What follows belongs to an exercise in optimizing a design on an open flow for small area and few clock cycles; a production flow would make more cautious choices. In this exercise RTL edits were held to simulation tests only and were not proved equivalent to the original. Power is estimated from default activity; no workload was simulated.

--- design/flow/design.v ---
package bst_pkg;
  localparam int unsigned OFFSET_BITS_DEF = 24;
  localparam int unsigned LINE_BITS_DEF   = 20;
  localparam int unsigned COLUMN_BITS_DEF = 16;
  localparam int unsigned QUEUE_DEPTH     = 2;
  localparam int unsigned KIND_W = 5;
  localparam int unsigned IVAL_W = 31;
  localparam int unsigned NKW    = 10;
  localparam logic [4:0] KIND_INT    = 5'd26;
  localparam logic [4:0] KIND_STRING = 5'd27;
  localparam logic [4:0] KIND_IDENT  = 5'd29;
  localparam logic [4:0] KIND_EOF    = 5'd30;
  localparam logic [4:0] KIND_ERROR  = 5'd31;
  localparam logic [4:0] KIND_LPAREN = 5'd0;
  localparam logic [4:0] KIND_RPAREN = 5'd1;
  localparam logic [4:0] KIND_COLON  = 5'd17;
  localparam logic [1:0] ERR_UNTERM = 2'd1;
  localparam logic [1:0] ERR_BANG   = 2'd2;
  localparam logic [1:0] ERR_SYMBOL = 2'd3;
  function automatic logic [2:0] kw_len(input logic [3:0] k);
    case (k)
      4'd0, 4'd3, 4'd4, 4'd9: kw_len = 3'd4;
      4'd1:                   kw_len = 3'd5;
      4'd2:                   kw_len = 3'd2;
      default:                kw_len = 3'd3;
    endcase
  endfunction
  function automatic logic [4:0] kw_kind(input logic [3:0] k);
    kw_kind = (k <= 4'd1) ? 5'd28 : 5'd16 + 5'(k);
  endfunction
  function automatic logic [7:0] kw_char(input logic [3:0] k, input logic [2:0] i);
    logic [39:0] txt;
    case (k)
      4'd0:    txt = "true ";
      4'd1:    txt = "false";
      4'd2:    txt = "if   ";
      4'd3:    txt = "else ";
      4'd4:    txt = "then ";
      4'd5:    txt = "end  ";
      4'd6:    txt = "not  ";
      4'd7:    txt = "var  ";
      4'd8:    txt = "int  ";
      default: txt = "bool ";
    endcase
    case (i)
      3'd0:    kw_char = txt[39:32];
      3'd1:    kw_char = txt[31:24];
      3'd2:    kw_char = txt[23:16];
      3'd3:    kw_char = txt[15:8];
      default: kw_char = txt[7:0];
    endcase
  endfunction
endpackage
module bst_front
#(
  parameter int unsigned OFFSET_BITS = bst_pkg::OFFSET_BITS_DEF,
  parameter int unsigned LINE_BITS   = bst_pkg::LINE_BITS_DEF,
  parameter int unsigned COLUMN_BITS = bst_pkg::COLUMN_BITS_DEF,
  localparam int unsigned TOK_W  = bst_pkg::KIND_W + bst_pkg::IVAL_W + 1 + 2 * OFFSET_BITS + LINE_BITS
                                   + COLUMN_BITS + 2 + 8,
  localparam int unsigned PAIR_W = 2 + 2 * TOK_W
) (
  input  logic              clk_i,
  input  logic              rst_ni,
  input  logic              byte_valid_i,
  output logic              byte_ready_o,
  input  logic [7:0]        byte_i,
  output logic              pair_valid_o,
  input  logic              pair_ready_i,
  output logic [PAIR_W-1:0] pair_o
);
  localparam int unsigned IVAL_W = bst_pkg::IVAL_W;
  typedef enum logic [2:0] {
    MODE_IDLE, MODE_WORD, MODE_NUM, MODE_STR, MODE_OP
  } mode_e;
  mode_e                  mode_q, mode_d;
  logic [7:0]             pend_q, pend_d;
  logic [bst_pkg::NKW-1:0]         kwm_q, kwm_d;
  logic [OFFSET_BITS-1:0] wlen_q, wlen_d;
  logic [bst_pkg::IVAL_W-1:0]      acc_q, acc_d;
  logic                   asat_q, asat_d, ddone_q, ddone_d, halt_q, halt_d;
  logic [LINE_BITS-1:0]   sl_q, sl_d, cl_q, cl_d;
  logic [COLUMN_BITS-1:0] sc_q, sc_d, cc_q, cc_d;
  logic [OFFSET_BITS-1:0] so_q, so_d, co_q, co_d;
  logic                   a_v, b_v, cons, run_idle, fire;
  logic [TOK_W-1:0]       a_tok, b_tok;
  logic [7:0]             c;
  logic [bst_pkg::IVAL_W+3:0]      prod;
  function automatic logic [TOK_W-1:0] make_tok(
    input logic [4:0] kind, input logic [bst_pkg::IVAL_W-1:0] ival, input logic sat,
    input logic [OFFSET_BITS-1:0] off, input logic [OFFSET_BITS-1:0] len,
    input logic [LINE_BITS-1:0] line, input logic [COLUMN_BITS-1:0] col,
    input logic [1:0] err, input logic [7:0] bad);
    make_tok = {bad, err, col, line, len, off, sat, ival, kind};
  endfunction
  function automatic logic [bst_pkg::NKW-1:0] next_kwm(input logic [bst_pkg::NKW-1:0] m,
                                              input logic [OFFSET_BITS-1:0] wl,
                                              input logic [7:0] ch);
    logic [bst_pkg::NKW-1:0] r;
    r = m;
    for (int k = 0; k < bst_pkg::NKW; k++) begin
      if (wl >= OFFSET_BITS'(bst_pkg::kw_len(4'(k))) || bst_pkg::kw_char(4'(k), wl[2:0]) != ch) begin
        r[k] = 1'b0;
      end
    end
    next_kwm = r;
  endfunction
  function automatic logic [4:0] op_kind(input logic [7:0] s, input logic eq);
    case (s)
      "=":     op_kind = eq ? 5'd3 : 5'd2;
      "!":     op_kind = 5'd4;
      "<":     op_kind = eq ? 5'd6 : 5'd5;
      ">":     op_kind = eq ? 5'd8 : 5'd7;
      "+":     op_kind = eq ? 5'd10 : 5'd9;
      "-":     op_kind = eq ? 5'd12 : 5'd11;
      "*":     op_kind = eq ? 5'd14 : 5'd13;
      default: op_kind = eq ? 5'd16 : 5'd15;
    endcase
  endfunction
  function automatic logic [OFFSET_BITS-1:0] inc_o(input logic [OFFSET_BITS-1:0] v);
    inc_o = (&v) ? v : v + 1'b1;
  endfunction
  logic is_space, is_digit, is_alpha, is_wordch;
  assign c         = byte_i;
  assign is_space  = (c == " ") || (c >= 8'd9 && c <= 8'd13);
  assign is_digit  = (c >= "0") && (c <= "9");
  assign is_alpha  = (c >= "a" && c <= "z") || (c >= "A" && c <= "Z");
  assign is_wordch = is_alpha || is_digit || (c == "_");
  assign prod      = {acc_q, 3'b000} + {2'b00, acc_q, 1'b0} + (bst_pkg::IVAL_W+4)'(c - "0");
  assign byte_ready_o = pair_ready_i;
  assign fire         = byte_valid_i && byte_ready_o;
  always_comb begin
    mode_d = mode_q; pend_d = pend_q; kwm_d = kwm_q; wlen_d = wlen_q;
    acc_d = acc_q; asat_d = asat_q; ddone_d = ddone_q; halt_d = halt_q;
    sl_d = sl_q; sc_d = sc_q; so_d = so_q; cl_d = cl_q; cc_d = cc_q; co_d = co_q;
    a_v = 1'b0; b_v = 1'b0; a_tok = '0; b_tok = '0; cons = 1'b0; run_idle = 1'b0;
    if (halt_q) begin
      if (c == 8'd0) begin
        halt_d = 1'b0;
        mode_d = MODE_IDLE; pend_d = '0; kwm_d = '1; wlen_d = '0; acc_d = '0;
        asat_d = 1'b0; ddone_d = 1'b0; sl_d = '0; sc_d = '0; so_d = '0;
        cl_d = '0; cc_d = '0; co_d = '0;
      end
    end else begin
      unique case (mode_q)
        MODE_WORD: begin
          if (is_wordch) begin
            kwm_d = next_kwm(kwm_q, wlen_q, c);
            wlen_d = inc_o(wlen_q);
            cons = 1'b1;
          end else begin
            a_v = 1'b1;
            a_tok = make_tok(bst_pkg::KIND_IDENT, '0, 1'b0, so_q, wlen_q, sl_q, sc_q, 2'd0, 8'd0);
            for (int k = bst_pkg::NKW - 1; k >= 0; k--) begin
              if (kwm_q[k] && wlen_q == OFFSET_BITS'(bst_pkg::kw_len(4'(k)))) begin
                a_tok = make_tok(bst_pkg::kw_kind(4'(k)), IVAL_W'(k == 0), 1'b0, '0, '0, sl_q, sc_q,
                                 2'd0, 8'd0);
              end
            end
            mode_d = MODE_IDLE;
            run_idle = 1'b1;
          end
        end
        MODE_NUM: begin
          if (is_wordch) begin
            if (!ddone_q && is_digit) begin
              if (prod > (bst_pkg::IVAL_W+4)'({bst_pkg::IVAL_W{1'b1}})) begin
                acc_d = '1;
                asat_d = 1'b1;
              end else begin
                acc_d = prod[bst_pkg::IVAL_W-1:0];
              end
            end else begin
              ddone_d = 1'b1;
            end
            cons = 1'b1;
          end else begin
            a_v = 1'b1;
            a_tok = make_tok(bst_pkg::KIND_INT, acc_q, asat_q, '0, '0, sl_q, sc_q, 2'd0, 8'd0);
            mode_d = MODE_IDLE;
            run_idle = 1'b1;
          end
        end
        MODE_STR: begin
          if (c == 8'd0) begin
            a_v = 1'b1;
            a_tok = make_tok(bst_pkg::KIND_ERROR, '0, 1'b0, '0, '0, sl_q, sc_q, bst_pkg::ERR_UNTERM, 8'd0);
            mode_d = MODE_IDLE; pend_d = '0; kwm_d = '1; wlen_d = '0; acc_d = '0;
            asat_d = 1'b0; ddone_d = 1'b0; sl_d = '0; sc_d = '0; so_d = '0;
            cl_d = '0; cc_d = '0; co_d = '0;
          end else if (c == "\"") begin
            a_v = 1'b1;
            a_tok = make_tok(bst_pkg::KIND_STRING, '0, 1'b0, so_q, wlen_q, sl_q, sc_q, 2'd0, 8'd0);
            mode_d = MODE_IDLE;
            cons = 1'b1;
          end else begin
            wlen_d = inc_o(wlen_q);
            cons = 1'b1;
          end
        end
        MODE_OP: begin
          a_v = 1'b1;
          if (c == "=") begin
            a_tok = make_tok(op_kind(pend_q, 1'b1), '0, 1'b0, '0, '0, sl_q, sc_q,
                             2'd0, 8'd0);
            mode_d = MODE_IDLE;
            cons = 1'b1;
          end else if (pend_q == "!") begin
            a_tok = make_tok(bst_pkg::KIND_ERROR, '0, 1'b0, '0, '0, sl_q, sc_q, bst_pkg::ERR_BANG, "!");
            if (c == 8'd0) begin
              mode_d = MODE_IDLE; pend_d = '0; kwm_d = '1; wlen_d = '0; acc_d = '0;
              asat_d = 1'b0; ddone_d = 1'b0; sl_d = '0; sc_d = '0; so_d = '0;
              cl_d = '0; cc_d = '0; co_d = '0;
            end else begin
              halt_d = 1'b1;
            end
          end else begin
            a_tok = make_tok(op_kind(pend_q, 1'b0), '0, 1'b0, '0, '0, sl_q, sc_q,
                             2'd0, 8'd0);
            mode_d = MODE_IDLE;
            run_idle = 1'b1;
          end
        end
        default: begin
          mode_d = MODE_IDLE;
          run_idle = 1'b1;
        end
      endcase
      if (run_idle) begin
        if (is_space) begin
          cons = 1'b1;
        end else begin
          sl_d = cl_q; sc_d = cc_q; so_d = co_q;
          if (c == "\"") begin
            so_d = inc_o(co_q);
            wlen_d = '0;
            mode_d = MODE_STR;
            cons = 1'b1;
          end else if (is_digit) begin
            acc_d = IVAL_W'(c - "0");
            asat_d = 1'b0;
            ddone_d = 1'b0;
            mode_d = MODE_NUM;
            cons = 1'b1;
          end else if (is_alpha) begin
            kwm_d = next_kwm('1, '0, c);
            wlen_d = OFFSET_BITS'(1);
            mode_d = MODE_WORD;
            cons = 1'b1;
          end else if (c == "(" || c == ")" || c == ":") begin
            b_v = 1'b1;
            b_tok = make_tok(c == "(" ? bst_pkg::KIND_LPAREN : (c == ")" ? bst_pkg::KIND_RPAREN : bst_pkg::KIND_COLON),
                             '0, 1'b0, '0, '0, cl_q, cc_q, 2'd0, 8'd0);
            cons = 1'b1;
          end else if (c == "=" || c == "!" || c == "<" || c == ">" ||
                       c == "+" || c == "-" || c == "*" || c == "/") begin
            pend_d = c;
            mode_d = MODE_OP;
            cons = 1'b1;
          end else if (c == 8'd0) begin
            b_v = 1'b1;
            b_tok = make_tok(bst_pkg::KIND_EOF, '0, 1'b0, '0, '0, cl_q, cc_q, 2'd0, 8'd0);
            mode_d = MODE_IDLE; pend_d = '0; kwm_d = '1; wlen_d = '0; acc_d = '0;
            asat_d = 1'b0; ddone_d = 1'b0; sl_d = '0; sc_d = '0; so_d = '0;
            cl_d = '0; cc_d = '0; co_d = '0;
          end else begin
            b_v = 1'b1;
            b_tok = make_tok(bst_pkg::KIND_ERROR, '0, 1'b0, '0, '0, cl_q, cc_q, bst_pkg::ERR_SYMBOL, c);
            halt_d = 1'b1;
          end
        end
      end
      if (cons) begin
        if (c == "\n") begin
          cc_d = '0;
          cl_d = (&cl_q) ? cl_q : cl_q + 1'b1;
        end else begin
          cc_d = (&cc_q) ? cc_q : cc_q + 1'b1;
        end
        co_d = inc_o(co_q);
      end
    end
  end
  always_comb begin
    pair_valid_o = fire && (a_v || b_v);
    if (a_v && b_v) begin
      pair_o = {2'd2, b_tok, a_tok};
    end else if (a_v) begin
      pair_o = {2'd1, {TOK_W{1'b0}}, a_tok};
    end else begin
      pair_o = {2'd1, {TOK_W{1'b0}}, b_tok};
    end
  end
  always_ff @(posedge clk_i or negedge rst_ni) begin
    if (!rst_ni) begin
      mode_q <= MODE_IDLE; pend_q <= '0; kwm_q <= '1; wlen_q <= '0; acc_q <= '0;
      asat_q <= 1'b0; ddone_q <= 1'b0; halt_q <= 1'b0;
      sl_q <= '0; sc_q <= '0; so_q <= '0; cl_q <= '0; cc_q <= '0; co_q <= '0;
    end else if (fire) begin
      mode_q <= mode_d; pend_q <= pend_d; kwm_q <= kwm_d; wlen_q <= wlen_d;
      acc_q <= acc_d; asat_q <= asat_d; ddone_q <= ddone_d; halt_q <= halt_d;
      sl_q <= sl_d; sc_q <= sc_d; so_q <= so_d; cl_q <= cl_d; cc_q <= cc_d; co_q <= co_d;
    end
  end
endmodule
module bst_fifo
#(
  parameter int unsigned WIDTH = 8,
  parameter int unsigned DEPTH = bst_pkg::QUEUE_DEPTH,
  localparam int unsigned PW = (DEPTH > 1) ? $clog2(DEPTH) : 1,
  localparam int unsigned CW = $clog2(DEPTH + 1)
) (
  input  logic             clk_i,
  input  logic             rst_ni,
  input  logic             push_valid_i,
  output logic             push_ready_o,
  input  logic [WIDTH-1:0] push_data_i,
  output logic             pop_valid_o,
  input  logic             pop_ready_i,
  output logic [WIDTH-1:0] pop_data_o
);
  logic [WIDTH-1:0] mem_q [DEPTH];
  logic [PW-1:0]    wr_q, rd_q;
  logic [CW-1:0]    cnt_q;
  logic             push, pop;
  assign push_ready_o = (cnt_q != CW'(DEPTH));
  assign pop_valid_o  = (cnt_q != '0);
  assign pop_data_o   = mem_q[rd_q];
  assign push         = push_valid_i && push_ready_o;
  assign pop          = pop_valid_o && pop_ready_i;
  always_ff @(posedge clk_i) begin
    if (push) begin
      mem_q[wr_q] <= push_data_i;
    end
  end
  always_ff @(posedge clk_i or negedge rst_ni) begin
    if (!rst_ni) begin
      wr_q <= '0; rd_q <= '0; cnt_q <= '0;
    end else begin
      if (push) begin
        wr_q <= (wr_q == PW'(DEPTH - 1)) ? '0 : wr_q + 1'b1;
      end
      if (pop) begin
        rd_q <= (rd_q == PW'(DEPTH - 1)) ? '0 : rd_q + 1'b1;
      end
      cnt_q <= cnt_q + CW'(push) - CW'(pop);
    end
  end
endmodule
module bst_back
#(
  parameter int unsigned TOK_W = 8,
  localparam int unsigned PAIR_W = 2 + 2 * TOK_W
) (
  input  logic              clk_i,
  input  logic              rst_ni,
  input  logic              pair_valid_i,
  output logic              pair_ready_o,
  input  logic [PAIR_W-1:0] pair_i,
  output logic              tok_valid_o,
  input  logic              tok_ready_i,
  output logic [TOK_W-1:0]  tok_o,
  output logic              tok_last_o
);
  logic [PAIR_W-1:0] pair_q;
  logic              full_q, sel_q;
  logic              two, done;
  assign two          = (pair_q[PAIR_W-1 -: 2] == 2'd2);
  assign tok_valid_o  = full_q;
  assign tok_o        = sel_q ? pair_q[2*TOK_W-1:TOK_W] : pair_q[TOK_W-1:0];
  assign tok_last_o   = sel_q || !two;
  assign done         = full_q && tok_ready_i && tok_last_o;
  assign pair_ready_o = !full_q || done;
  always_ff @(posedge clk_i) begin
    if (pair_valid_i && pair_ready_o) begin
      pair_q <= pair_i;
    end
  end
  always_ff @(posedge clk_i or negedge rst_ni) begin
    if (!rst_ni) begin
      full_q <= 1'b0;
      sel_q  <= 1'b0;
    end else if (pair_ready_o) begin
      full_q <= pair_valid_i;
      sel_q  <= 1'b0;
    end else if (tok_ready_i) begin
      sel_q <= 1'b1;
    end
  end
endmodule
module byte_stream_tokenizer
#(
  parameter int unsigned OFFSET_BITS = bst_pkg::OFFSET_BITS_DEF,
  parameter int unsigned LINE_BITS   = bst_pkg::LINE_BITS_DEF,
  parameter int unsigned COLUMN_BITS = bst_pkg::COLUMN_BITS_DEF,
  localparam int unsigned TOK_W   = bst_pkg::KIND_W + bst_pkg::IVAL_W + 1 + 2 * OFFSET_BITS + LINE_BITS
                                    + COLUMN_BITS + 2 + 8,
  localparam int unsigned RAW_W   = TOK_W - bst_pkg::KIND_W,
  localparam int unsigned TDATA_W = ((RAW_W + 7) / 8) * 8,
  localparam int unsigned PAIR_W  = 2 + 2 * TOK_W
) (
  input  logic               clk_i,
  input  logic               rst_ni,
  input  logic               s_axis_tvalid,
  output logic               s_axis_tready,
  input  logic [7:0]         s_axis_tdata,    
  output logic               m_axis_tvalid,
  input  logic               m_axis_tready,
  output logic [TDATA_W-1:0] m_axis_tdata,
  output logic [4:0]         m_axis_tuser,    
  output logic               m_axis_tlast
);
  logic              pv, pr, qv, qr;
  logic [PAIR_W-1:0] pd, qd;
  logic [TOK_W-1:0]  tok;
  bst_front #(
    .OFFSET_BITS(OFFSET_BITS), .LINE_BITS(LINE_BITS), .COLUMN_BITS(COLUMN_BITS)
  ) u_front (
    .clk_i, .rst_ni,
    .byte_valid_i(s_axis_tvalid), .byte_ready_o(s_axis_tready), .byte_i(s_axis_tdata),
    .pair_valid_o(pv), .pair_ready_i(pr), .pair_o(pd)
  );
  bst_fifo #(.WIDTH(PAIR_W), .DEPTH(bst_pkg::QUEUE_DEPTH)) u_fifo (
    .clk_i, .rst_ni,
    .push_valid_i(pv), .push_ready_o(pr), .push_data_i(pd),
    .pop_valid_o(qv), .pop_ready_i(qr), .pop_data_o(qd)
  );
  bst_back #(.TOK_W(TOK_W)) u_back (
    .clk_i, .rst_ni,
    .pair_valid_i(qv), .pair_ready_o(qr), .pair_i(qd),
    .tok_valid_o(m_axis_tvalid), .tok_ready_i(m_axis_tready),
    .tok_o(tok), .tok_last_o(m_axis_tlast)
  );
  assign m_axis_tuser = tok[bst_pkg::KIND_W-1:0];
  assign m_axis_tdata = TDATA_W'(tok[TOK_W-1:bst_pkg::KIND_W]);
endmodule
--- design/flow/run.sh ---
#!/bin/bash
# synth_recipe.tcl (not shown) runs the flow's synth.tcl, then flattens the netlist and writes it again
# the make line also repeats each setting of config.mk as NAME=value (left out here)
make -C /OpenROAD-flow-scripts/flow DESIGN_CONFIG=/design/flow/config.mk WORK_HOME=/design/flow/orfs CLKGATE_MAP_FILE= SYNTH_SCRIPT=/design/flow/synth_recipe.tcl finish
--- design/flow/config.mk ---
export PLATFORM = sky130hd
export DESIGN_NAME = byte_stream_tokenizer
export DESIGN_NICKNAME = byte_stream_tokenizer
export VERILOG_FILES = /design/flow/design.v
export SDC_FILE = /design/flow/constraint.sdc
export NUM_CORES = 4
export LEC_CHECK = 0
export CAP_MARGIN = 20
export CORE_MARGIN = 2
export CORE_UTILIZATION = 40
export SLEW_MARGIN = 20
--- design/flow/constraint.sdc ---
create_clock -name core_clock -period 6.0 [get_ports {clk_i}]
set_input_delay 1.2000 -clock core_clock [delete_from_list [all_inputs] [get_ports {clk_i}]]
set_output_delay 1.2000 -clock core_clock [all_outputs]
set_load 0.01 [all_outputs]
==> summary.txt <==
FMAX=189 MHz; Routed Antenna Nets=0; setup tns final=0 ps; vias in the first global route=between 20000 and 25000; Worst-path clk slew=60 ps; relative slew slack=between 10% and 20%; met2 wire length=44000 um; P&R area growth vs syn=16.4%; clock root buffer=clkbuf_16; max_cap viols=0; Vias/cell=between 5 and 6; CP Class=in -> reg; Final Max Slew Viols=0; ant diodes=0; # IOs=around 150; Worst path max stage delay=slightly below 500 ps; Worst-Margin Slew=about 1300 ps; Core ar.=0.0915 mm2; reg-to-reg endpoint=u_front.acc_q[8]; startpoint types=primary input; R2R Setup Slk=~1900 ps; Required @ worst endpoint=between 6000 and 7000 ps; min Tclk post-route=5290 ps; Initial Util=about 40%; Vias=about 25000; Mapped Cells=roughly 3100; Pleak=around 16 nW; Die Y=a little over 300 um; row count=111; Worst VDD drop=~0.4 mV; YS warnings=3; worst-path cell chain=clkdlybuf4s50_1 > ha_1 > nor2_4 > buf_12 > buf_4 > fa_1 > ha_1 > a21o_1 > or3_1 > o21ai_0 > nand3_1 > o21ai_1 > xor2_1 > and4b_1 > buf_12 > nand3_1 > a221o_1; DP HPWL=62900 um; Crit-path slowest cell=clkdlybuf4s50_1; first-pass GRT wire length=148000 um; status=no timing/DRC/antenna violations; hold path depth=2; First DRT Iteration DRCs=2207; TritonCTS clock tree=done; clock latency (worst-skew pair)=approximately 650 ps; post-CTS setup buffers=0; worst reg-to-reg path cell count=13; Top Metal Used=met4; worst hold start=u_front.so_q[2]; Global Route Usage Sum=20.0%; final global-route overflow total=0; post-cts repair resize count=0; DR WL/cell=around 21 um; final setup violation count=0; Fillers=roughly 8000; number of buffers created by CTS=83; Min-Delay Path Class=reg -> reg; pwr dens=509 mW/mm2; post-route cell area=between 0.04 and 0.05 mm2; Max H-tree Level=3; M1 WL=roughly 44000 um; met3 routed WL=5730 um; CP max FO=19; routability cong.=~0.9; cell area after synthesis=~0.037 mm2; Hold Path End=u_front.so_q[2]; Area after DPL=around 0.040 mm2; synth unique cells=103; Port Buffers=~150; Residual DRC=0; RSZ-0062 raised after global routing=false; async set-reset flop share out of synthesis=a little over a quarter; Die X-Extent=308 um; Die ar.=0.0946 mm2; CTS Buffer Depth=3; Layout Nets=3294; EDFF count, synth=543; clk sinks=about 750; Yosys reg bits=748; crit path capture type=flip-flop; Routed WL=between 90000 and 100000 um; Design Power=about 22 mW; multi-input logic area=~0.014 mm2; Reg area=0.0215 mm2; TritonRoute pass-1 iters=6; Fin. Hold Viols=0; part of the cycle the worst path needs=between 80% and 90%; Crit Reg-Reg Startpoint=u_front.acc_q[0]; layout cell share with drive strength beyond 1=16.6%; post-synthesis sequential area ratio=58.2%; Synth Flop Type=edfxtp_1; antenna violations before repair=0; Avg Cell Area, Syn=~12 um2; crit path DAT=slightly below 6000 ps; clock skew=between 20 and 30 ps; largest net degree at the start of global routing=between 100 and 150; cts hold-fix bufs=0
cells by family after synthesis:
family                     Yosys count  share of synthesized area (%)
AOI/OAI and AO/OA                  715                           13.5
xor gates and xnor gates            55                           1.31
adders and majority gates           82                           3.40
buffers and inverters              276                           3.02
DFF                                748                           58.2
muxes                              237                           7.23
other                                1                         0.0102
and+or+nand+nor                    948                           13.4
worst max-delay path by stage:
stage / slack [ps] / endpoint / depth (start not counted) / from
2_1_floorplan: 20 / u_fifo.mem_q[0][0] / 9 / s_axis_tdata[5]
3_3_place_gp: 100 / u_front.acc_q[18] / 17 / s_axis_tdata[6]
3_5_place_dp: 90 / u_front.acc_q[18] / 17 / s_axis_tdata[4]
4_1_cts: 750 / u_front.acc_q[18] / 17 / s_axis_tdata[4]
5_1_grt: 430 / u_front.acc_q[28] / 17 / s_axis_tdata[4]
6_report: 710 / u_front.acc_q[18] / 17 / s_axis_tdata[4]
per-stage QoR:
| stage | std cells | hold WS (ps) | utilization [%] | setup WS, ps |
|---|---|---|---|---|
| 3_3_place_gp | 4301 | 457 | 43.8 | 100 |
| 6_report | 4456 | 471 | 46.9 | 707 |
| 3_5_place_dp | 4301 | 463 | 43.8 | 94.9 |
| 4_1_cts | 4456 | 475 | 46.9 | 755 |
| 5_1_grt | 4456 | 495 | 46.9 | 426 |
| 2_1_floorplan | 3063 | 438 | - | 24.5 |
layer usage:
layer	up-vias	global-route usage, %
met5	-	0
met4	0	5.68
met3	111	3.42
met2	832	31.3
met1	12600	28.7
li1	11800	-
report_power, final:
part	internal [mW]	switching [mW]
sequential	6.81	0.640
clock	3.17	2.09
combinational	3.81	5.30
cell usage in the layout, fill, tap and decap left out, drive strengths merged, types with 23 or more instances in the layout:
cell type	netlist	final
edfxtp	543	543
mux2	229	229
nand2	212	212
dfrtp	195	195
o21ai	175	175
a21oi	155	155
nor2	150	150
clkdlybuf4s50	0	144
clkbuf	153	121
buf	52	112
and2	97	97
nor2b	96	96
nor3	96	96
a22o	90	90
nand3	88	88
inv	70	72
and3	70	70
ha	52	52
a221o	38	38
nand4	37	37
xnor2	36	36
fa	30	30
nor4	24	24
a31oi	23	23
a21o	23	23
sequential cells by signal, summed over array words and instances, names as in the netlist, 20 cells and up:
name and count:
u_back.pair_q 181, u_fifo.mem_q 362, u_front.acc_q 31, u_front.cl_q 20
u_front.co_q 24, u_front.sl_q 20, u_front.so_q 24, u_front.wlen_q 24
cells in the mapped netlist (8+ instances only):
cell type / number / area (um2)
or4_1: 8 / 60.1
nand4_1: 37 / 231
clkbuf_1: 148 / 556
nor3_1: 96 / 480
o31ai_1: 12 / 90.1
o21ai_0: 142 / 711
a211oi_1: 15 / 113
a22oi_1: 12 / 90.1
nand2_1: 211 / 792
and3_1: 70 / 438
or2_2: 17 / 106
nand2b_1: 15 / 93.8
fa_1: 30 / 601
a32oi_1: 11 / 96.3
dfstp_2: 10 / 263
nor2_1: 149 / 559
a21oi_1: 154 / 771
a31o_2: 10 / 87.6
o22ai_1: 11 / 68.8
xor2_1: 19 / 166
nor4_1: 19 / 119
a31oi_1: 23 / 144
and2_1: 96 / 601
mux2i_1: 8 / 80.1
nand3_1: 88 / 440
or3_1: 10 / 62.6
buf_1: 14 / 52.6
o211ai_1: 22 / 165
xnor2_1: 36 / 315
nor2b_1: 96 / 601
dfrtp_1: 195 / 4880
a221o_1: 37 / 370
mux2_2: 228 / 2570
o21a_1: 21 / 158
o21ai_1: 31 / 155
a32o_1: 10 / 100
inv_1: 69 / 259
a22o_1: 90 / 788
o41ai_1: 12 / 105
ha_1: 52 / 651
edfxtp_1: 543 / 16300
buf_2: 31 / 155
a21o_1: 23 / 173
worst max-delay path, delay by kind of cell:
kind	cells	cell delay, ps
buf+inv	4	1150
simple gates	5	1130
fa+ha+maj	3	1050
compound gates	4	1050
xor+xnor	1	210
cell type report:
cell class                      instances  share of cell area, %
Timing Repair Buffer                  257                   5.79
Inverter                               71                  0.621
Tap cell                             1186                   3.46
Sequential cell                       748                   50.0
Clock inverter                         35                   1.11
Clock buffer                          120                   5.50
Multi-Input combinational cell       2039                   33.5
Testbench counts, summed over its fixed seeds: cycles 48,058.

-- afterwards: timing with drivers on the ports --
No port has a modelled driver above. Below, the same layout with a new extraction and two added sets of constraints. Step 1 sets driving cells, clkbuf_16 on the clock port and buf_2 on the other inputs (assumed; they add their load-dependent delay and slew). Step 2, shift: input delay + t, output delay - t, t = (earliest + latest rising clock arrival at the registers) / 2. This alone moves slack from input paths to output paths. Slacks: no drivers / after step 1 / after step 2; pairs: no drivers / after step 1.
t (ns): 0.694
setup WS [ns]: 0.707 / 0.722 / 0.029
worst setup path after step 2: input to register
After both steps setup and hold are still met in this run. The setup slack of this run moves by +0.015 ns with the drivers and by -0.678 ns with both steps.
